This is an optimization exercise on Yosys and OpenROAD, whose aim is small area and a short achievable clock period, not a production implementation.
The RTL was checked by simulation tests, not by an equivalence proof against the original design.
Power and IR drop assume default switching activity.

**flow/config.mk**
```make
export PLATFORM = sky130hd
export DESIGN_NAME = id_regfile_sb
export DESIGN_NICKNAME = id_regfile_sb
export VERILOG_FILES = /design/flow/design.v
export SDC_FILE = /design/flow/constraint.sdc
export NUM_CORES = 4
export LEC_CHECK = 0
export CAP_MARGIN = 20
export CORE_MARGIN = 2
export CORE_UTILIZATION = 40
export SETUP_SLACK_MARGIN = 4.0
export SLEW_MARGIN = 20
export SYNTH_HIERARCHICAL = 1
```
**flow/constraint.sdc**
```tcl
create_clock -name core_clock -period 10.0 [get_ports {clk}]
set_input_delay 2.0000 -clock core_clock [delete_from_list [all_inputs] [get_ports {clk}]]
set_output_delay 2.0000 -clock core_clock [all_outputs]
set_load 0.01 [all_outputs]
```
**flow/design.v**
```verilog
package common;
    localparam int unsigned XLEN_DEFAULT       = 32;
    localparam int unsigned REGISTER_FILE_SIZE = 32;
    localparam int unsigned REG_AW             = $clog2(REGISTER_FILE_SIZE);
    typedef logic [REG_AW-1:0]       reg_idx_t;
    typedef logic [XLEN_DEFAULT-1:0] xword_t;
    typedef enum logic [1:0] {
        HZ_NONE,
        HZ_RAW,
        HZ_WAW,
        HZ_FLUSH
    } hazard_e;
endpackage
module id_scoreboard #(
    parameter  int unsigned NUM_REGS = common::REGISTER_FILE_SIZE,
    parameter  int unsigned CNT_W    = 16
) (
    input  logic                clk,
    input  logic                reset,
    input  logic [NUM_REGS-1:0] wb_dec,    
    input  logic [NUM_REGS-1:0] iss_dec,   
    input  logic                issue_valid,
    input  logic                issue_has_rd,
    input  logic                issue_ready,
    input  logic                flush,
    output logic [NUM_REGS-1:0] busy,
    output logic [CNT_W-1:0]    stall_cnt
);
    logic [NUM_REGS-1:0] busy_q, busy_d;
    logic [CNT_W-1:0]    stall_cnt_q;
    logic                fire_rd;
    assign fire_rd = issue_valid && issue_ready && issue_has_rd;
    always_comb begin
        busy_d    = ({NUM_REGS{!flush}} & busy_q & ~wb_dec) | ({NUM_REGS{fire_rd}} & iss_dec);
        busy_d[0] = 1'b0;
    end
    always_ff @(posedge clk or posedge reset) begin
        if (reset) begin
            busy_q      <= '0;
            stall_cnt_q <= '0;
        end else begin
            busy_q <= busy_d;
            if (issue_valid && !issue_ready && stall_cnt_q != '1) begin
                stall_cnt_q <= stall_cnt_q + 1'b1;
            end
        end
    end
    assign busy      = busy_q;
    assign stall_cnt = stall_cnt_q;
endmodule
module id_sb_lookup (
    input  logic [3:0]  lo,
    input  logic [3:0]  mid,
    input  logic [1:0]  top,
    input  logic [31:0] busy,
    output logic        hit
);
    logic [31:0] s_n;
    logic [7:0]  g;      
    logic [1:0]  h_n;    
    assign s_n[0] = 1'b1;
    for (genvar i = 1; i < 32; i++) begin : g_s
        id_g_nand4 u_g (.a(lo[i % 4]), .b(mid[(i / 4) % 4]), .c(top[i / 16]), .d(busy[i]), .y(s_n[i]));
    end
    id_g_nand3 u_g0 (.a(s_n[1]), .b(s_n[2]), .c(s_n[3]), .y(g[0]));
    for (genvar k = 1; k < 8; k++) begin : g_g
        id_g_nand4 u_g (.a(s_n[4*k]), .b(s_n[4*k+1]), .c(s_n[4*k+2]), .d(s_n[4*k+3]), .y(g[k]));
    end
    for (genvar k = 0; k < 2; k++) begin : g_h
        id_g_nor4 u_g (.a(g[4*k]), .b(g[4*k+1]), .c(g[4*k+2]), .d(g[4*k+3]), .y(h_n[k]));
    end
    id_g_nand2 u_hit (.a(h_n[0]), .b(h_n[1]), .y(hit));
endmodule
module id_sb_ready (
    input  logic [1:0] rd_busy,
    input  logic [1:0] rd_wbok_n,
    input  logic       iss_busy,
    input  logic       iss_wbok_n,
    input  logic       issue_has_rd,
    input  logic       flush,
    output logic       issue_ready
);
    assign issue_ready = !flush
                      && !(rd_busy[0] && rd_wbok_n[0])
                      && !(rd_busy[1] && rd_wbok_n[1])
                      && !(issue_has_rd && iss_busy && iss_wbok_n);
endmodule
module id_regfile_sb #(
    parameter  int unsigned XLEN     = common::XLEN_DEFAULT,
    parameter  int unsigned NUM_REGS = common::REGISTER_FILE_SIZE,
    parameter  int unsigned NUM_RD   = 2,
    parameter  int unsigned CNT_W    = 16,
    localparam int unsigned AW       = $clog2(NUM_REGS)
) (
    input  logic                     clk,
    input  logic                     reset,
    input  logic [NUM_RD*AW-1:0]     rd_id,
    output logic [NUM_RD*XLEN-1:0]   rd_data,
    input  logic                     wb_en,
    input  logic [AW-1:0]            wb_id,
    input  logic [XLEN-1:0]          wb_data,
    input  logic                     issue_valid,
    input  logic                     issue_has_rd,
    input  logic [AW-1:0]            issue_rd,
    output logic                     issue_ready,
    input  logic                     flush,
    output logic [NUM_REGS-1:0]      busy,
    output logic [CNT_W-1:0]         stall_cnt,
    output logic [NUM_REGS*XLEN-1:0] debug_reg
);
    logic [NUM_REGS-1:0]        wb_dec;
    logic [NUM_REGS-1:0]        iss_dec;
    logic [XLEN-1:0]            wb_data_n;
    logic [XLEN-1:0]            regs_n [NUM_REGS];    
    logic [NUM_REGS-1:0]        valid_q;
    always_comb begin
        for (int unsigned i = 0; i < NUM_REGS; i++) begin
            wb_dec[i]  = wb_en && wb_id == AW'(i);
            iss_dec[i] = issue_rd == AW'(i);
        end
    end
    assign wb_data_n = ~wb_data;
    always_ff @(posedge clk or posedge reset) begin
        if (reset) begin
            valid_q <= '0;
        end else begin
            valid_q <= valid_q | wb_dec;
        end
    end
    assign regs_n[0] = '1;
    assign debug_reg[XLEN-1:0] = '0;
    for (genvar i = 1; i < NUM_REGS; i++) begin : g_reg
        id_rf_row #(.XLEN(XLEN)) u_row (
            .clk  (clk),
            .we   (wb_dec[i]),
            .we_n (!wb_dec[i]),
            .d_n  (wb_data_n),
            .q_n  (regs_n[i])
        );
        id_rf_gate #(.XLEN(XLEN)) u_gate (
            .clr_n (!valid_q[i]),
            .q_n   (regs_n[i]),
            .y     (debug_reg[i*XLEN +: XLEN])
        );
    end
    logic [3:0] iss_lo, iss_mid;
    logic [1:0] iss_top;
    logic [1:0] rd_busy, rd_wbok_n;
    logic       iss_busy, iss_wbok_n;
    logic [NUM_REGS-1:0] busy_q;
    id_rf_idx u_iss_idx (
        .a      (issue_rd),
        .wb_id  (wb_id),
        .wb_en  (wb_en),
        .lo     (iss_lo),
        .mid    (iss_mid),
        .top    (iss_top),
        .wbok_n (iss_wbok_n),
        .byp    (),
        .byp_n  ()
    );
    id_sb_lookup u_iss_look (
        .lo   (iss_lo),
        .mid  (iss_mid),
        .top  (iss_top),
        .busy (busy_q),
        .hit  (iss_busy)
    );
    id_sb_ready u_ready (
        .rd_busy      (rd_busy),
        .rd_wbok_n    (rd_wbok_n),
        .iss_busy     (iss_busy),
        .iss_wbok_n   (iss_wbok_n),
        .issue_has_rd (issue_has_rd),
        .flush        (flush),
        .issue_ready  (issue_ready)
    );
    assign busy = busy_q;
    for (genvar p = 0; p < NUM_RD; p++) begin : g_rd
        logic [3:0]          lo, mid;
        logic [1:0]          top;
        logic                byp, byp_n;
        logic [NUM_REGS-1:0] sel_n;
        id_rf_idx u_idx (
            .a      (rd_id[p*AW +: AW]),
            .wb_id  (wb_id),
            .wb_en  (wb_en),
            .lo     (lo),
            .mid    (mid),
            .top    (top),
            .wbok_n (rd_wbok_n[p]),
            .byp    (byp),
            .byp_n  (byp_n)
        );
        id_sb_lookup u_look (
            .lo   (lo),
            .mid  (mid),
            .top  (top),
            .busy (busy_q),
            .hit  (rd_busy[p])
        );
        assign sel_n[0] = 1'b1;
        for (genvar i = 1; i < NUM_REGS; i++) begin : g_sel
            id_g_nand4 u_g (
                .a (lo[i % 4]),
                .b (mid[(i / 4) % 4]),
                .c (top[i / 16]),
                .d (valid_q[i]),
                .y (sel_n[i])
            );
        end
        for (genvar b = 0; b < XLEN; b++) begin : g_bit_mux
            logic [NUM_REGS-1:0] col_n;
            always_comb begin
                col_n[0] = 1'b1;
                for (int unsigned i = 1; i < NUM_REGS; i++) begin
                    col_n[i] = regs_n[i][b];
                end
            end
            id_rf_mux32 u_mux (
                .sel_n (sel_n),
                .d_n   (col_n),
                .byp   (byp),
                .byp_n (byp_n),
                .wb    (wb_data[b]),
                .y     (rd_data[p*XLEN + b])
            );
        end
    end
    id_scoreboard #(
        .NUM_REGS (NUM_REGS),
        .CNT_W    (CNT_W)
    ) u_scoreboard (
        .clk          (clk),
        .reset        (reset),
        .wb_dec       (wb_dec),
        .iss_dec      (iss_dec),
        .issue_valid  (issue_valid),
        .issue_has_rd (issue_has_rd),
        .issue_ready  (issue_ready),
        .flush        (flush),
        .busy         (busy_q),
        .stall_cnt    (stall_cnt)
    );
endmodule
module id_rf_row #(
    parameter int unsigned XLEN = 32
) (
    input  logic            clk,
    input  logic            we,
    input  logic            we_n,
    input  logic [XLEN-1:0] d_n,
    output logic [XLEN-1:0] q_n
);
    always_ff @(posedge clk) begin
        q_n <= ({XLEN{we}} & d_n) | ({XLEN{we_n}} & q_n);
    end
endmodule
module id_rf_gate #(
    parameter int unsigned XLEN = 32
) (
    input  logic            clr_n,
    input  logic [XLEN-1:0] q_n,
    output logic [XLEN-1:0] y
);
    assign y = ~(q_n | {XLEN{clr_n}});
endmodule
module id_rf_idx (
    input  logic [4:0] a,
    input  logic [4:0] wb_id,
    input  logic       wb_en,
    output logic [3:0] lo,
    output logic [3:0] mid,
    output logic [1:0] top,
    output logic       wbok_n,
    output logic       byp,
    output logic       byp_n
);
    logic [4:0] a_n, x;
    logic       eq_lo, eq_hi, nz, z;
    for (genvar j = 0; j < 5; j++) begin : g_bit
        id_g_inv  u_inv (.a(a[j]), .y(a_n[j]));
        id_g_xor2 u_x   (.a(a[j]), .b(wb_id[j]), .y(x[j]));
    end
    for (genvar k = 0; k < 4; k++) begin : g_pre
        id_g_nor2 u_lo (
            .a (k[0] ? a_n[0] : a[0]),
            .b (k[1] ? a_n[1] : a[1]),
            .y (lo[k])
        );
        id_g_nor2 u_mid (
            .a (k[0] ? a_n[2] : a[2]),
            .b (k[1] ? a_n[3] : a[3]),
            .y (mid[k])
        );
    end
    assign top = {a[4], a_n[4]};
    id_g_nor2  u_eq_lo (.a(x[0]), .b(x[1]), .y(eq_lo));
    id_g_nor3  u_eq_hi (.a(x[2]), .b(x[3]), .c(x[4]), .y(eq_hi));
    id_g_nand3 u_nz    (.a(lo[0]), .b(mid[0]), .c(top[0]), .y(nz));
    id_g_and3  u_z     (.a(lo[0]), .b(mid[0]), .c(top[0]), .y(z));
    id_g_nand3 u_wbok  (.a(eq_lo), .b(eq_hi), .c(wb_en), .y(wbok_n));
    id_g_nand4 u_byp_n (.a(eq_lo), .b(eq_hi), .c(wb_en), .d(nz), .y(byp_n));
    id_g_nor2  u_byp   (.a(wbok_n), .b(z), .y(byp));
endmodule
module id_rf_mux32 (
    input  logic [31:0] sel_n,
    input  logic [31:0] d_n,
    input  logic        byp,
    input  logic        byp_n,
    input  logic        wb,
    output logic        y
);
    logic [15:0] l1;     
    logic [7:0]  l2_n;   
    logic [3:0]  l3;     
    logic [1:0]  l4_n;   
    logic        wb_n;   
    id_g_nor2 u_l1_0 (.a(sel_n[1]), .b(d_n[1]), .y(l1[0]));
    for (genvar k = 1; k < 16; k++) begin : g_l1
        id_g_o22ai u_g (
            .a1 (sel_n[2*k]),   .a2 (d_n[2*k]),
            .b1 (sel_n[2*k+1]), .b2 (d_n[2*k+1]),
            .y  (l1[k])
        );
    end
    for (genvar k = 0; k < 8; k++) begin : g_l2
        id_g_nor2 u_g (.a(l1[2*k]), .b(l1[2*k+1]), .y(l2_n[k]));
    end
    for (genvar k = 0; k < 4; k++) begin : g_l3
        id_g_nand2 u_g (.a(l2_n[2*k]), .b(l2_n[2*k+1]), .y(l3[k]));
    end
    for (genvar k = 0; k < 2; k++) begin : g_l4
        id_g_o21ai u_g (.a1(l3[2*k]), .a2(l3[2*k+1]), .b1(byp_n), .y(l4_n[k]));
    end
    id_g_nand2 u_wb (.a(wb), .b(byp), .y(wb_n));
    id_g_nand3 u_l5 (.a(l4_n[0]), .b(l4_n[1]), .c(wb_n), .y(y));
endmodule
module id_g_inv (input logic a, output logic y);
    assign y = !a;
endmodule
module id_g_nand2 (input logic a, b, output logic y);
    assign y = !(a & b);
endmodule
module id_g_nand3 (input logic a, b, c, output logic y);
    assign y = !(a & b & c);
endmodule
module id_g_nand4 (input logic a, b, c, d, output logic y);
    assign y = !(a & b & c & d);
endmodule
module id_g_nor2 (input logic a, b, output logic y);
    assign y = !(a | b);
endmodule
module id_g_nor3 (input logic a, b, c, output logic y);
    assign y = !(a | b | c);
endmodule
module id_g_xor2 (input logic a, b, output logic y);
    assign y = a ^ b;
endmodule
module id_g_o22ai (input logic a1, a2, b1, b2, output logic y);
    assign y = !((a1 | a2) & (b1 | b2));
endmodule
module id_g_and3 (input logic a, b, c, output logic y);
    assign y = a & b & c;
endmodule
module id_g_nor4 (input logic a, b, c, d, output logic y);
    assign y = !(a | b | c | d);
endmodule
module id_g_o21ai (input logic a1, a2, b1, output logic y);
    assign y = !((a1 | a2) & b1);
endmodule
```
**flow/flow/run.sh**
```bash
#!/bin/bash
# The standard layout, with the smallest port buffers, ABC's buffers removed before placement
# and a clock tree of small buffers over clusters of up to 20 flip-flops, without dummy loads.
set -euo pipefail
bash standard.sh \
  REMOVE_ABC_BUFFERS=1 \
  BUFFER_PORTS_ARGS="-buffer_cell sky130_fd_sc_hd__buf_1" \
  CTS_ARGS="-sink_clustering_enable -repair_clock_nets -dont_use_dummy_load -sink_clustering_size 20 -sink_clustering_max_diameter 100 -buf_list {sky130_fd_sc_hd__clkbuf_8 sky130_fd_sc_hd__clkbuf_16}" \
  finish > make_finish.log 2>&1
```
**flow/standard.sh**
```bash
#!/bin/bash
# synth_recipe.tcl (not shown) runs the flow's synth.tcl, then flattens the netlist and writes it again
# the make line also repeats each setting of config.mk as NAME=value (left out here)
make -C /OpenROAD-flow-scripts/flow DESIGN_CONFIG=/design/flow/config.mk WORK_HOME=/design/flow/orfs CLKGATE_MAP_FILE= SYNTH_SCRIPT=/design/flow/synth_recipe.tcl "${@:-finish}"
```
==> reports/results.txt, run 1 <==
The run finished with no timing, DRC or antenna violations. TritonCTS created 60 clock buffers. The capturing point of the worst reg2reg path is u_scoreboard.stall_cnt_q[8]. The startpoint identified for the worst register-to-register timing path is u_scoreboard.busy_q[20].

Ratio of cells with drive above 1 in the final layout: 0.146. The worst setup path is launched from a primary input. The net switching fraction of the power was 0.413. TritonCTS built the clock tree. The total routing usage reported by global routing was 0.518; the worst slack after detailed placement was 2520 ps. Initial antenna violation count: 46. Power spread over the standard cell area amounts to 199 mW/mm². The logs give 0 for the DRC violation count after routing and 5.23 mW for the total net switching power. The via total after detailed routing was 65.0k; the largest net degree at the start of global routing was 34. Master cell of the clock root buffer: sky130_fd_sc_hd__clkbuf_16.

The placeable core region came out at 0.128 mm². The depth of the worst register-to-register path came out at 10. Data on the critical path is required at its endpoint by 8000 ps. The worst path meets setup with 3800 ps of slack.

Clock latency on the worst-skew pair, taken at its later pin, is 740 ps. The number of cells on the worst hold path came out at 1. The logs give 0 for the number of max-cap violations and 1070 for the clock net sink count.

After the first detailed-routing iteration, the DRC count stood at 12.3k. The tools report the hold path endpoint as u_scoreboard.stall_cnt_q[0]. The multi-input combinational cells in the finished layout cover a total of 0.0286 mm².

After global routing the overflow that remains totals 0. In this run the worst setup path begins at rd_id[9]. The startpoint identified for the worst hold timing path is u_scoreboard.stall_cnt_q[0]. Traced cell by cell, the critical path runs through buf_6 > buf_12 > inv_1 > buf_12 > nand4_1 > buf_6 > buf_16 > o22ai_1 > nor2_1 > nand2_1 > o21ai_1 > nand3_2 > buf_1. The average instance area after synthesis was 8.50 µm².

The run gives 0 as the remaining antenna violation count. The number of buffers and inverters on the critical path is 7. Class of the most critical setup path: primary input to output port. After detailed routing, the number of vias per cell comes to 7.15. Registers take 0.0218 mm². The I/O pin count was 1195. Class of the worst hold path: register to register. In this run the worst path has a maximum fanout of 32. Across the routed clock network, the largest skew measured is 18.4 ps. The pin slew with the least headroom to its limit was 1250 ps. For the internal power of the cells, the log shows 7.44 mW.

The number of buffers added on ports was 1161. Worst supply voltage drop on vdd: 0.162 mV. Part of the power in the clock network: 0.208.

After detailed routing, the average wire length per cell comes to 41.0 µm. The routed design could run at a clock period as short as 6200 ps. In this run the vertical extent of the chip is 364 µm. The global-route wire length before repair is 481 mm, and the accumulated negative setup slack is 0 ps. The utilization of the core after routing came out at 0.497.

Number of H-tree branching levels: 2. Setup violations remaining at the end of the flow were counted as 0. After filler insertion, the fill cell instance count of the layout stands at 12.5k.

The first-pass iteration count of the detailed router is 10, and the delay of the slowest cell on the worst path is 260 ps. At the end of routability-driven placement, the weighted congestion stood at 1.11. The routed design has 373 mm of wire. The worst setup path is captured at an output port.

The die covers 0.132 mm². Synthesis produced 6086 cells. The fraction of the cycle the final worst path needs is 0.620. For the area of the mapped netlist, the log shows 0.0518 mm².

In this run the static leakage power is 26.3 nW. Setup repair after global routing could not meet its margin everywhere. For the number of placement rows, the log shows 131. The run gives 0.166 as the tightest slew margin relative to the limit.

The register clock-pin slew on the reported worst setup and hold paths was 90 ps; the area growth from synthesis to final layout was 22.9%. The tools report the initial core utilization as 0.404. Number of pins with negative max-slew slack in the final report: 0. The largest delay contributor family on the critical path is buffers and inverters.

The tools report the maximum achievable frequency as 161 MHz. The die extent in x works out to 364 µm. The final hold violation count is 0. The number of buffers on the longest clock path came out at 3.

The highest-delay cell along the critical path was sky130_fd_sc_hd__nand3_2. The logs give 0.312 for the portion of total power attributed to combinational logic and 243 mm for the post-detailed-placement half-perimeter wirelength. The setup check on the worst reg-to-reg path leaves a slack of 6720 ps. After the last flow step, the layout net total stands at 7402.

The register share of total power is 0.480. During synthesis, Yosys emitted a total of 11 warnings. Data arrives at the worst endpoint at 4200 ps.

The via count of the first global-routing pass was 56.8k.
## how the worst max path moves through the flow
stage | end | depth (start not counted)
after global placement | rd_data[16] | 12
final | rd_data[56] | 13
after global routing | rd_data[56] | 13
after CTS | rd_data[24] | 14
after floorplan | rd_data[0] | 8
after detailed placement | rd_data[16] | 12
## flip-flops by register name (all words and copies together) (netlist names)
signal / flops
g.u_row.q_n: 992
u_scoreboard.busy_q: 31
valid_q: 31
u_scoreboard.stall_cnt_q: 16
## layout make-up
cell class,count,share of cell area
Tap cell,1729,0.0340
Sequential cell,1070,0.343
Inverter,83,0.00539
Antenna cell,31,0.00122
Timing Repair inverter,1,0.000118
Multi-Input combinational cell,4618,0.450
Clock buffer,60,0.0236
Timing Repair Buffer,1509,0.143
## timing repair
item / 4_1_cts / 5_1_grt
buffers inserted: 45 / 73
gates resized for setup: 575 / 368
hold buffers: 0 / 0
cloned: 15 / 36
endpoints found under the hold margin: 0 / 0
pin swaps: 119 / 156
endpoints found under the setup margin: 65 / 65
## through the flow
| stage | total power, mW | area [µm²] | hold slack, ps | std cells |
|---|---|---|---|---|
| finish | 12.7 | 63600 | 536 | 9101 |
| global route | 12.9 | 63600 | 544 | 9084 |
| CTS | 12.2 | 60900 | 530 | 8961 |
| detailed placement | 9.56 | 56400 | 503 | 8841 |
| global placement | 9.52 | 56400 | 503 | 8841 |
| floorplan | 7.54 | 48300 | 487 | 5771 |
## layout by cell type (no fill, tap or decap), types with 89 or more instances in the layout
cell and instances:
sky130_fd_sc_hd__dfxtp_1 992, sky130_fd_sc_hd__buf_1 1097, sky130_fd_sc_hd__nor2_1 1534, sky130_fd_sc_hd__nand2_1 214, sky130_fd_sc_hd__nand2_2 118, sky130_fd_sc_hd__buf_4 183, sky130_fd_sc_hd__nand4_1 181, sky130_fd_sc_hd__a22o_1 931
sky130_fd_sc_hd__o22ai_1 926, sky130_fd_sc_hd__clkbuf_16 89, sky130_fd_sc_hd__nor2_2 118
## power groups by stage
stage	clock network, mW	registers [mW]	logic, mW
floorplan	0	5.78	1.76
global placement	0	6.08	3.45
detailed placement	0	6.10	3.46
CTS	2.58	6.01	3.62
global route	2.74	6.17	4.01
finish	2.63	6.08	3.96
## routing by layer
metal / vias up / GRT usage / share of wire
li1: 25200 / - / -
met1: 31000 / 0.590 / 0.32
met5: - / 0.0189 / 0.0011
met3: 1936 / 0.201 / 0.15
met2: 6827 / 0.734 / 0.39
met4: 30 / 0.498 / 0.13
==> run 2, diff against run 1 <==
==> flow/flow/run.sh (replaced) <==
#!/bin/bash
# The standard layout, with the smallest port buffers, ABC's buffers removed before placement
# and a clock tree of small buffers over clusters of up to 12 flip-flops, without dummy loads.
set -euo pipefail
bash standard.sh \
  REMOVE_ABC_BUFFERS=1 \
  BUFFER_PORTS_ARGS="-buffer_cell sky130_fd_sc_hd__buf_1" \
  CTS_ARGS="-sink_clustering_enable -repair_clock_nets -dont_use_dummy_load -sink_clustering_size 12 -sink_clustering_max_diameter 50 -buf_list {sky130_fd_sc_hd__clkbuf_4 sky130_fd_sc_hd__clkbuf_8}" \
  finish > make_finish.log 2>&1
==> run 2 against run 1 <==
Still clean on timing, DRC and antenna. Highest routed layer unchanged. Critical endpoint is now rd_data[44]. Fmax is 0.91% higher. First-iteration DRC count is 5.4% higher. Critical path depth is 1 higher. Largest cell class unchanged. Non-clock buffer count is 14 higher.
==> reports/results.txt, run 2 <==
The run finished with no timing, DRC or antenna violations. The tools report the I/O pin count as 1195. The worst hold path begins at g_reg[29].u_row.q_n[0]. The area of the mapped netlist was 0.0518 mm².

In the routed layout, each cell is associated on average with a via count of 7.15. The floorplan step set the die width to 364 µm. The tools report the element type at the critical path end as an output port. The Yosys step of the flow raised 11 warnings. The via count of the first global-routing pass is 57.4k.

Setup repair after global routing could not meet its margin everywhere. For the placeable core region, the log shows 0.128 mm². The number of cells on the worst hold path is 1, and the post-detailed-placement half-perimeter wirelength is 243 mm. The final hold violation count was 0; the number of buffers inserted during clock tree synthesis was 141. For the area of the die, the log shows 0.132 mm². For the pin with the worst max-slew slack, the measured transition is 1310 ps. In the final routed layout, each cell accounts on average for 41.0 µm. Class of the worst hold path: register to register.

The logs give 0.0285 mm² for the area of combinational cells with multiple inputs and 0 for the number of max-cap violations. The worst-case IR drop observed on VDD is 0.152 mV. The startpoint identified for the worst register-to-register timing path is u_scoreboard.busy_q[23]. The fraction of the cycle the final worst path needs works out to 0.615. In this run the register-to-register setup slack is 6810 ps. Areal power density over the cells: 203 mW/mm².

The tools report the total congestion overflow after global routing as 0. The register with the most flip-flops in the layout has 992 of them. The initial DRC count came out at 13.0k. Entering global routing, the biggest net connects 37 pins. The endpoint identified for the worst register-to-register timing path is u_scoreboard.stall_cnt_q[8]. For the gate count after technology mapping, the log shows 6086. The number of buffers added on ports is 1161. The final weighted congestion of routability-driven global placement is 1.11. The detailed router placed 65.7k vias in this run. The number of nets in the final layout is 7498. The clock net sink count was 1070; the total routing usage reported by global routing was 0.523.

Number of pins with negative max-slew slack in the final report: 0. The worst path in the final design needs a cycle of 6150 ps, including I/O delays and setup. The largest fanout on the critical path was 32.

The height of the chip came out at 364 µm. Depth of the worst register-to-register path: 10. Register clock-pin slew on the reported worst setup and hold paths: 60 ps. Summed over all failing endpoints, the final setup total negative slack is 0 ps. The first global-routing pass estimated 483 mm of wire. Counting flops per register, the top entry is g.u_row.q_n.

First-pass iteration count of the detailed router: 10. The tools report the area used by sequential logic in the layout as 0.0218 mm². For the leakage power, the log shows 26.6 nW.

Number of hold buffers added after cts: 0. The worst endpoint data arrival time is 4150 ps. The tools report the remaining antenna violation count as 0. The tools report the initial core utilization as 0.404. The leading cell type in the layout, fill and taps excluded is sky130_fd_sc_hd__nor2_1. Setup slack closes at 3850 ps. Area growth from synthesis to final layout: 24.0%. A synthesized cell averages 8.50 µm². The run gives 12.5k as the number of fillers in the final layout. The tools report the maximum achievable frequency as 163 MHz. The tools report the tightest slew margin relative to the limit as 0.126. The ratio of cells with drive above 1 in the final layout was 0.151; the required time at the endpoint of the critical path was 8000 ps.

The number of buffers on the longest clock path is 3, and the number of placement rows is 131. On the final layout, the worst clock skew is 63.4 ps. For the total detailed-routing wirelength, the log shows 377 mm. Class of the most critical setup path: primary input to output port. The largest registers in the layout are g.u_row.q_n (992), u_scoreboard.busy_q (31), valid_q (31). Initial antenna violation count: 41.

The DRC violation count after routing is 0, and the setup-violating endpoint count in the final report is 0. In the layout the commonest cells are sky130_fd_sc_hd__nor2_1, sky130_fd_sc_hd__buf_1, sky130_fd_sc_hd__dfxtp_1. Clock tree synthesis selected as its root buffer the cell sky130_fd_sc_hd__clkbuf_8.

For the clock latency on the worst-skew pair, the log shows 950 ps. The path with the worst hold slack has its endpoint at g_reg[29].u_row.q_n[0]. The worst slack after detailed placement is 2520 ps. The type of element launching the critical path is a primary input.

The H-tree generated during clock tree synthesis spans 4 levels. TritonCTS built the clock tree.
==> run 2: cell count changes in the layout (fill, tap and decap cells not counted), moves of 6 or more <==
cell | previous run | this run
sky130_fd_sc_hd__clkbuf_8 | 2 | 142
sky130_fd_sc_hd__clkbuf_16 | 89 | 33
sky130_fd_sc_hd__o22ai_1 | 926 | 943
sky130_fd_sc_hd__nor2_1 | 1534 | 1547
sky130_fd_sc_hd__nor2_2 | 118 | 105
sky130_fd_sc_hd__o22ai_2 | 30 | 17
sky130_fd_sc_hd__buf_12 | 67 | 77
sky130_fd_sc_hd__nand2_2 | 118 | 111
sky130_fd_sc_hd__o21ai_2 | 47 | 41
==> run 2: what timing repair did <==
item                       CTS  global route
setup endpoints to repair   65            65
gates resized for setup    590           301
gates cloned                16            40
pin swaps                  133           186
setup buffers               50            78
==> run 2: worst max-delay path, cell delays in order <==
cell	delay, ps
sky130_fd_sc_hd__buf_6	130
sky130_fd_sc_hd__buf_12	150
sky130_fd_sc_hd__inv_1	70
sky130_fd_sc_hd__buf_12	160
sky130_fd_sc_hd__nand4_1	110
sky130_fd_sc_hd__buf_6	130
sky130_fd_sc_hd__buf_12	180
sky130_fd_sc_hd__buf_12	150
sky130_fd_sc_hd__o22ai_1	100
sky130_fd_sc_hd__nor2_2	210
sky130_fd_sc_hd__nand2_2	160
sky130_fd_sc_hd__o21ai_4	300
sky130_fd_sc_hd__nand3_2	120
sky130_fd_sc_hd__clkbuf_2	140
==> run 2: through the flow <==
stage	utilization	cell area, µm²	total power [mW]	hold slack [ps]	instances
2_1_floorplan	-	48300	7.54	487	5771
3_3_place_gp	0.440	56400	9.52	503	8841
3_5_place_dp	0.440	56400	9.56	503	8841
4_1_cts	0.480	61400	12.5	524	9048
5_1_grt	0.501	64100	13.2	535	9183
6_report	0.501	64200	13.0	526	9194
==> run 2: area by class of cell <==
class                   count  share of cell area
flip-flops and latches   1070               0.340
repair inverters            1            0.000117
repair buffers           1523               0.146
diodes                     28             0.00109
inverters                  83             0.00550
clock buffers             141              0.0302
well taps                1729              0.0337
multi-input cells        4619               0.444
==> run 2: worst max path at each step <==
stage / startpoint / end / slack (ps) / cells past startpoint
2_1_floorplan: rd_id[1] / rd_data[0] / 3790 / 8
3_3_place_gp: rd_id[0] / rd_data[16] / 2570 / 12
3_5_place_dp: rd_id[0] / rd_data[16] / 2520 / 12
4_1_cts: rd_id[6] / rd_data[52] / 3980 / 12
5_1_grt: rd_id[6] / rd_data[56] / 3920 / 13
6_report: rd_id[9] / rd_data[44] / 3850 / 14
==> run 2: per-layer routing <==
layer  wire length [µm]  share of wire  global-route usage  vias up
li1                   -              -                   -    25400
met1             121000           0.32               0.588    31400
met2             146000           0.39               0.735     6965
met3              59600           0.16               0.215     1971
met4              50000           0.13               0.511       32
met5                781         0.0021              0.0189        -
==> run 2: report_power, final <==
part	internal [mW]	total, mW	switching, mW
Sequential	5.07	6.08	1.01
Clock	1.24	2.96	1.71
Combinational	1.32	3.97	2.65
==> run 3, diff against run 2 <==
==> flow/flow/run.sh (replaced) <==
#!/bin/bash
# The standard layout, with the smallest port buffers, pins one routing track apart (so that the
# 1,194 ports fit around a denser core), ABC's buffers removed before placement and
# a clock tree of small buffers over clusters of up to 12 flip-flops, without dummy loads. Timing
# repair aims 4.0 ns above zero slack up to clock tree synthesis and 3.5 ns after global routing.
set -euo pipefail
args=(
  REMOVE_ABC_BUFFERS=1
  BUFFER_PORTS_ARGS="-buffer_cell sky130_fd_sc_hd__buf_1"
  PLACE_PINS_ARGS="-min_distance 1 -min_distance_in_tracks"
  CTS_ARGS="-sink_clustering_enable -repair_clock_nets -dont_use_dummy_load -sink_clustering_size 12 -sink_clustering_max_diameter 50 -buf_list {sky130_fd_sc_hd__clkbuf_4 sky130_fd_sc_hd__clkbuf_8}"
)
bash standard.sh "${args[@]}" SETUP_SLACK_MARGIN=4.0 cts > make_cts.log 2>&1
bash standard.sh "${args[@]}" SETUP_SLACK_MARGIN=3.5 finish > make_finish.log 2>&1
--- a/flow/config.mk
+++ b/flow/config.mk
@@ -7,7 +7,7 @@
 export LEC_CHECK = 0
 export CAP_MARGIN = 20
 export CORE_MARGIN = 2
-export CORE_UTILIZATION = 40
+export CORE_UTILIZATION = 50
 export SETUP_SLACK_MARGIN = 4.0
 export SLEW_MARGIN = 20
 export SYNTH_HIERARCHICAL = 1
==> run 3 against run 2 <==
Global-route usage grew 8.1 points. Clock power is 5% lower. Count of clock-buffer cells in the layout decreased by 9. Sequential power rose by 0.8%. First-iteration DRC count increased by 1.2%. Die area fell by 20%. Worst setup slack got worse by 450 ps. Hold slack lost 10 ps. Critical endpoint is now rd_data[2]. Largest cell class unchanged. Largest power group unchanged. Highest routed layer unchanged.
==> reports/results.txt, run 3 <==
The die covers 0.106 mm². The final design area excluding fillers was 0.0606 mm²; the die extent in x was 326 µm. The number of max-cap violations is 0, and the accumulated negative setup slack is 0 ps. Among all stages on the critical path, the largest delay is contributed by sky130_fd_sc_hd__nor2_2. Worst supply voltage drop on vdd: 0.145 mV. The cell area that synthesis handed to floorplanning was 0.0518 mm². For the total net switching power, the log shows 5.12 mW. For hold timing, the worst endpoint is u_scoreboard.stall_cnt_q[15]. TritonCTS built the clock tree. The run gives 0.194 as the tightest slew margin relative to the limit.

The signal on the critical path passes through buf_2 > inv_1 > nor2_2 > buf_6 > nand4_1 > buf_6 > buf_12 > buf_16 > o22ai_1 > nor2_2 > nand2_1 > o21ai_4 > nand3_1 > buf_1. Summing all placed instances gives a cell area of 0.0560 mm². The largest registers in the layout are g.u_row.q_n (992), u_scoreboard.busy_q (31), valid_q (31). g.u_row.q_n holds more flip-flops than any other register.

The via count of the first global-routing pass was 57.2k; the total congestion overflow after global routing was 0. The register share of total power came out at 0.487. The HPWL after detailed placement is 210 mm. The tools report the number of buffers on the longest clock path as 3. The logs give 0 for the DRC violation count after routing and 15 for the first-pass iteration count of the detailed router.

The run gives 11 as the number of synthesis warnings. The worst hold path begins at u_scoreboard.stall_cnt_q[15]. The number of cells on the worst hold path works out to 1. The first global-routing pass estimated 457 mm of wire. The average instance area after synthesis was 8.50 µm²; the remaining antenna violation count was 0.

The portion of total power attributed to combinational logic came out at 0.290. The flow ran to the end and the layout has no timing, DRC or antenna violations. For this run, the top clock speed supported by timing is 152 MHz.

The depth of the worst register-to-register path was 10; the placeable core region was 0.103 mm². The ratio of cells with drive above 1 in the final layout works out to 0.108. The clock latency on the worst-skew pair came out at 920 ps. The startpoint of the most critical register-to-register path was u_scoreboard.busy_q[21].

The tools report the gate count after technology mapping as 6086. The required time at the endpoint of the critical path was 8000 ps. The run gives 0 as the final hold violation count. The cell sitting at the root of the clock tree is a sky130_fd_sc_hd__clkbuf_8. The initial core utilization is 0.502.

The tools report the element type at the critical path end as an output port. The leading cell type in the layout, fill and taps excluded is sky130_fd_sc_hd__nor2_1. The average vias per placed instance was 7.45. For this block, the via count after detailed routing is 65.1k.

Largest fanout on the critical path: 16. The class of the worst hold path is register to register. For this design the top-level I/O count stands at 1195. For this design the static power due to leakage is 25.1 nW. In this run the power density over the cells is 208 mW/mm². The total routing usage reported by global routing is 0.603, and the part of the power in the clock network is 0.223.

The area growth from synthesis to final layout is 17.0%. For the final weighted congestion of routability-driven global placement, the log shows 1.10. The logs give 4 for the number of H-tree branching levels and 132 for the number of buffers inserted during clock tree synthesis. Clock-pin slew was measured on the worst setup and hold paths at 50 ps. The number of fillers in the final layout is 9844, and the largest net degree at the start of global routing is 48. Clock net sink count: 1070.

The capturing point of the worst reg2reg path was u_scoreboard.stall_cnt_q[12]. The setup-violating endpoint count in the final report came out at 0. Subtracting the final worst setup slack from the clock period gives 6590 ps. The final layout contains 7385 nets.

The worst register-to-register path has a setup slack of 6390 ps. The number of hold buffers added after CTS was 0. The run gives 0 as the number of pins with negative max-slew slack in the final report.

The run gives 13.2k as the initial DRC count. Setup repair after global routing left no endpoint under its margin. The most critical setup path has its startpoint at rd_id[0]. The number of buffers added on ports works out to 1161. The height of the chip is 326 µm.

The total detailed-routing wirelength was 337 mm; the worst endpoint data arrival time was 4590 ps. The utilization of the core after routing was 0.588; the pin slew with the least headroom to its limit was 1210 ps. The internal power of the cells was 7.47 mW. The initial antenna violation count was 57. The number of placement rows is 118, and the fraction of the cycle the final worst path needs is 0.659. The worst setup path is launched from a primary input.

Net switching fraction of the power: 0.406. The register with the most flip-flops in the layout has 992 of them. After detailed routing, the average wire length per cell comes to 38.6 µm.

Delay of the slowest cell on the worst path: 460 ps. In the layout the commonest cells are sky130_fd_sc_hd__nor2_1, sky130_fd_sc_hd__buf_1, sky130_fd_sc_hd__dfxtp_1. Clock skew on the completed layout was measured at 67.6 ps. Class of the most critical setup path: primary input to output port.
run 3: layer usage:
layer	global-route usage	routed length, µm
met1	0.693	108000
met2	0.771	123000
met3	0.358	63900
met4	0.535	41400
met5	0.0594	1150
run 3: worst max path at each step:
stage	cells past startpoint	end	slack [ps]
6_report	14	rd_data[2]	3410
5_1_grt	14	rd_data[2]	3500
2_1_floorplan	8	rd_data[0]	3790
4_1_cts	12	rd_data[35]	3940
3_3_place_gp	11	rd_data[39]	2130
3_5_place_dp	11	rd_data[39]	2280
run 3: area by class of cell:
| type | instances | area, µm² | area share |
|---|---|---|---|
| multi-input combinational | 4622 | 27600 | 0.456 |
| sequential | 1070 | 21800 | 0.360 |
| timing repair buffer | 1415 | 7160 | 0.118 |
| clock buffer | 132 | 1820 | 0.0300 |
| tap | 1380 | 1730 | 0.0285 |
| inverter | 83 | 329 | 0.00543 |
| antenna | 30 | 75.1 | 0.00124 |
| timing repair inverter | 2 | 15.0 | 0.000248 |
run 3: stage by stage:
step | power (mW) | setup slack [ps] | hold WS, ps | instances
after detailed placement | 9.31 | 2280 | 506 | 8502
after CTS | 12.1 | 3940 | 517 | 8704
final | 12.6 | 3410 | 515 | 8734
after global placement | 9.28 | 2130 | 499 | 8502
after floorplan | 7.54 | 3790 | 487 | 5771
after global routing | 12.8 | 3500 | 544 | 8717
run 3: critical path, delay by kind of cell:
kind	cells	cell delay [ps]
simple gates	5	1060
buf+inv	7	1040
compound gates	2	480
run 3: power by group through the flow:
| stage | clock [mW] | combinational [mW] | sequential (mW) |
|---|---|---|---|
| after floorplan | 0 | 1.76 | 5.78 |
| after global placement | 0 | 3.16 | 6.13 |
| after detailed placement | 0 | 3.18 | 6.13 |
| after CTS | 2.74 | 3.32 | 6.05 |
| after global routing | 2.90 | 3.68 | 6.20 |
| final | 2.81 | 3.65 | 6.13 |
run 3: timing repair:
| action | CTS | global route |
|---|---|---|
| buffers inserted | 55 | 0 |
| gates resized for setup | 494 | 9 |
| gates cloned | 15 | 0 |
| pin swaps | 105 | 0 |
| setup endpoints to repair | 65 | 9 |
==> run 4, diff against run 3 <==
==> flow/flow/run.sh (replaced) <==
#!/bin/bash
# The standard layout, with the smallest port buffers, ABC's buffers removed before placement and
# a clock tree of small buffers over clusters of up to 12 flip-flops, without dummy loads. Timing
# repair aims 4.0 ns above zero slack up to clock tree synthesis and 3.5 ns after global routing.
set -euo pipefail
args=(
  REMOVE_ABC_BUFFERS=1
  BUFFER_PORTS_ARGS="-buffer_cell sky130_fd_sc_hd__buf_1"
  CTS_ARGS="-sink_clustering_enable -repair_clock_nets -dont_use_dummy_load -sink_clustering_size 12 -sink_clustering_max_diameter 50 -buf_list {sky130_fd_sc_hd__clkbuf_4 sky130_fd_sc_hd__clkbuf_8}"
)
bash standard.sh "${args[@]}" SETUP_SLACK_MARGIN=4.0 cts > make_cts.log 2>&1
bash standard.sh "${args[@]}" SETUP_SLACK_MARGIN=3.5 finish > make_finish.log 2>&1
--- a/flow/config.mk
+++ b/flow/config.mk
@@ -7,7 +7,7 @@
 export LEC_CHECK = 0
 export CAP_MARGIN = 20
 export CORE_MARGIN = 2
-export CORE_UTILIZATION = 50
+export CORE_UTILIZATION = 40
 export SETUP_SLACK_MARGIN = 4.0
 export SLEW_MARGIN = 20
 export SYNTH_HIERARCHICAL = 1
==> run 4 against run 3 <==
Total power up 2.2%. Final area increased by 1.5%. Still clean. Clock power is 5% higher. Highest routed layer unchanged. Hold slack better by 13 ps. Worst setup slack better by 220 ps. Synthesized area is the same. Synthesized cell count is the same.
==> reports/results.txt, run 4 <==
At the pin with the least slew margin, the transition time is 1290 ps. After detailed routing, the number of vias per cell comes to 7.06. Relative to the synthesized area, the layout overhead comes to 18.8%.

For the clock net sink count, the log shows 1070. The slowest stage of the critical path is the sky130_fd_sc_hd__nand2_2 cell. In this run the horizontal extent of the chip is 364 µm.

Area of the die: 0.132 mm². The register ranked first by flip-flop count was g.u_row.q_n. Number of pins with negative max-slew slack in the final report: 0. The total congestion overflow after global routing came out at 0.

The worst setup path is of the primary input to output port kind. The flow ran to the end and the layout has no timing, DRC or antenna violations. The final design area excluding fillers was 0.0615 mm².

Clock-pin slew was measured on the worst setup and hold paths at 80 ps. The tools report the tightest slew margin relative to the limit as 0.137. The number of H-tree branching levels came out at 4. For the number of synthesis warnings, the log shows 11. The worst hold path terminates at u_scoreboard.stall_cnt_q[15]. The worst register-to-register path ends at u_scoreboard.stall_cnt_q[8].

The remaining antenna violation count was 0. The run gives 483 mm as the global-route wire length before repair. The class of the worst hold path is register to register. The tools report the master cell of the clock root buffer as sky130_fd_sc_hd__clkbuf_8. Walking the worst path, the cells encountered are buf_2 > inv_1 > nor2_1 > buf_4 > nand4_1 > buf_12 > o22ai_1 > nor2_1 > nand2_2 > o21ai_2 > nand3_1 > buf_2.

For this run, the slowest stage of the critical path takes 340 ps. Setup violations remaining at the end of the flow were counted as 0. Averaged over all synthesized cells, the footprint is 8.50 µm². Reg-to-reg setup timing slack: 6770 ps. For the number of buffers on the longest clock path, the log shows 3. The via count of the first global-routing pass was 57.4k; the post-detailed-placement half-perimeter wirelength was 243 mm. The core region is 0.128 mm². The tools report the startpoint of the most critical register-to-register path as u_scoreboard.busy_q[27]. TritonCTS built the clock tree. The areal power density over the cells was 209 mW/mm²; the fraction of the cycle the final worst path needs was 0.637.

The worst setup path is captured at an output port. The run gives 0 as the number of max-cap violations. For this run, the detailed router's first-pass iteration total came to 10. The total routing usage reported by global routing came out at 0.523. In the layout the commonest cells are sky130_fd_sc_hd__nor2_1, sky130_fd_sc_hd__buf_1, sky130_fd_sc_hd__dfxtp_1.

The tools report the total net switching power as 5.29 mW. STA classifies the critical path startpoint as a primary input. The die is 364 µm tall. During I/O placement, the number of pins put on the boundary was 1195. Derived from the worst setup path, the maximum achievable clock frequency is 157 MHz.

For the initial DRC count, the log shows 11.9k. VDD sags by at most 0.147 mV. TritonCTS created 141 clock buffers. The routed wire length per instance was 40.1 µm; the DRC violation count after routing was 0. The clock period could shrink to 6370 ps. The number of buffers added on ports came out at 1161. Setup repair after global routing left no endpoint under its margin. The depth of the worst register-to-register path was 10; the clock latency on the worst-skew pair was 940 ps. The initial antenna violation count came out at 52.

The net switching fraction of the power was 0.412. The detailed router placed 64.1k vias in this run. The tools report the leakage power as 25.3 nW. The logs give 0.472 for the register share of total power and 364 mm for the total detailed-routing wirelength. The number of cells on the worst hold path works out to 1. The library cell used most frequently in the layout, excluding fill and tap cells, is sky130_fd_sc_hd__nor2_1.

Final non-filler cell total: 9079. Post-route worst hold slack: 528 ps. The part of the power in the clock network was 0.229.

The startpoint identified for the worst hold timing path is u_scoreboard.stall_cnt_q[15]. Data on the critical path arrives at its endpoint at 4370 ps. After routing, the total negative slack on setup checks comes to 0 ps. Setup slack closes at 3630 ps. The number of flip-flops in the largest register came out at 992. The final layout contains 7380 nets.

Portion of total power attributed to combinational logic: 0.299. The run gives 131 as the number of placement rows. The logs give 0 for the final hold violation count and 0.0564 mm² for the cell area reported after detailed placement.

After technology mapping, the gate count stands at 6086. Of all nets on the critical path, the largest fanout is 32. The ratio of cells with drive above 1 in the final layout is 0.116.

The largest registers in the layout are g.u_row.q_n (992), u_scoreboard.busy_q (31), valid_q (31). The worst slack after detailed placement was 2520 ps. At the worst endpoint, the required time is 8000 ps. Entering global routing, the biggest net connects 37 pins. For the initial core utilization, the log shows 0.404. For the clock skew after layout, the log shows 62.5 ps.

The area of the mapped netlist was 0.0518 mm²; the final weighted congestion of routability-driven global placement was 1.11. In this run, placement finished with an instance count of 8841. The internal portion of the total power is 7.56 mW.
-- run 4: worst max-delay path by stage --
stage	to	start	depth (start not counted)
2_1_floorplan	rd_data[0]	rd_id[1]	8
5_1_grt	rd_data[50]	rd_id[6]	12
4_1_cts	rd_data[52]	rd_id[6]	12
3_5_place_dp	rd_data[16]	rd_id[0]	12
3_3_place_gp	rd_data[16]	rd_id[0]	12
6_report	rd_data[57]	rd_id[6]	12
-- run 4: metal layers --
layer | share of wire | track usage | routed length (µm) | up-vias
li1 | - | - | - | 25100
met1 | 0.32 | 0.588 | 118000 | 30700
met2 | 0.40 | 0.735 | 144000 | 6460
met3 | 0.15 | 0.215 | 55800 | 1717
met4 | 0.13 | 0.511 | 45600 | 38
met5 | 0.0016 | 0.0189 | 585 | -
-- run 4: final cells by class --
type	instances	area, µm²
Antenna cell	31	77.6
Clock buffer	141	1940
Fill cell	12800	66500
Inverter	83	324
Multi-Input combinational cell	4618	27800
Sequential cell	1070	21800
Tap cell	1729	2160
Timing Repair Buffer	1407	7400
-- run 4: repair_timing --
action | 4_1_cts | 5_1_grt
endpoints found under the setup margin | 65 | 0
gates resized for setup | 590 | 0
buffers inserted | 50 | 0
endpoints found under the hold margin | 0 | 0
hold buffers | 0 | 0
-- run 4: critical path, delay by kind of cell --
family                 cells  cell delay [ps]
AND/OR/NAND/NOR            5             1010
buffers and inverters      5              920
AO/OA/AOI/OAI              2              360
-- run 4: power groups by stage --
stage               Combinational, mW  Clock [mW]  Sequential [mW]
global route                     3.90        3.06             6.16
floorplan                        1.76           0             5.78
detailed placement               3.46           0             6.10
global placement                 3.45           0             6.08
CTS                              3.63        2.90             6.01
finish                           3.85        2.94             6.07
-- run 4: metrics by stage --
step                total power, mW  utilization
floorplan                      7.54            -
CTS                            12.5        0.480
global route                   13.1        0.480
global placement               9.52        0.440
finish                         12.9        0.480
detailed placement             9.56        0.440

==> separate check: timing with driven ports <==
Ports are ideal in the flow. The routed layouts listed here were re-timed in OpenROAD. Step 1 sets driving cells, clkbuf_16 on the clock port and buf_2 on the other inputs (assumed; they add their load-dependent delay and slew). Step 2 adds t to the input delays and takes it off the output delays; t is the mean of the earliest and latest rising clock arrival at the registers after step 1. Input paths then give back, and output paths get back, about the clock's delay inside the block. Slacks: no drivers / after step 1 / after step 2; pairs: no drivers / after step 1.
| run | shift t [ns] | setup WS [ns] | latest minus earliest clock arrival (ns) | cell pins on the clock port's net |
|---|---|---|---|---|
| run 1 | 0.801 | 3.797 / 3.553 / 3.553 | 0.041 / 0.041 | 1 |
| run 2 | 1.010 | 3.853 / 3.641 / 3.641 | 0.101 / 0.102 | 1 |
| run 3 | 0.969 | 3.406 / 3.151 / 3.151 | 0.083 / 0.082 | 1 |
| run 4 | 1.001 | 3.630 / 3.424 / 3.424 | 0.104 / 0.104 | 1 |
After both steps every run listed still meets setup and hold. The setup slack of run 3, which loses most, moves by -0.255 ns with the drivers and by -0.255 ns with both steps.
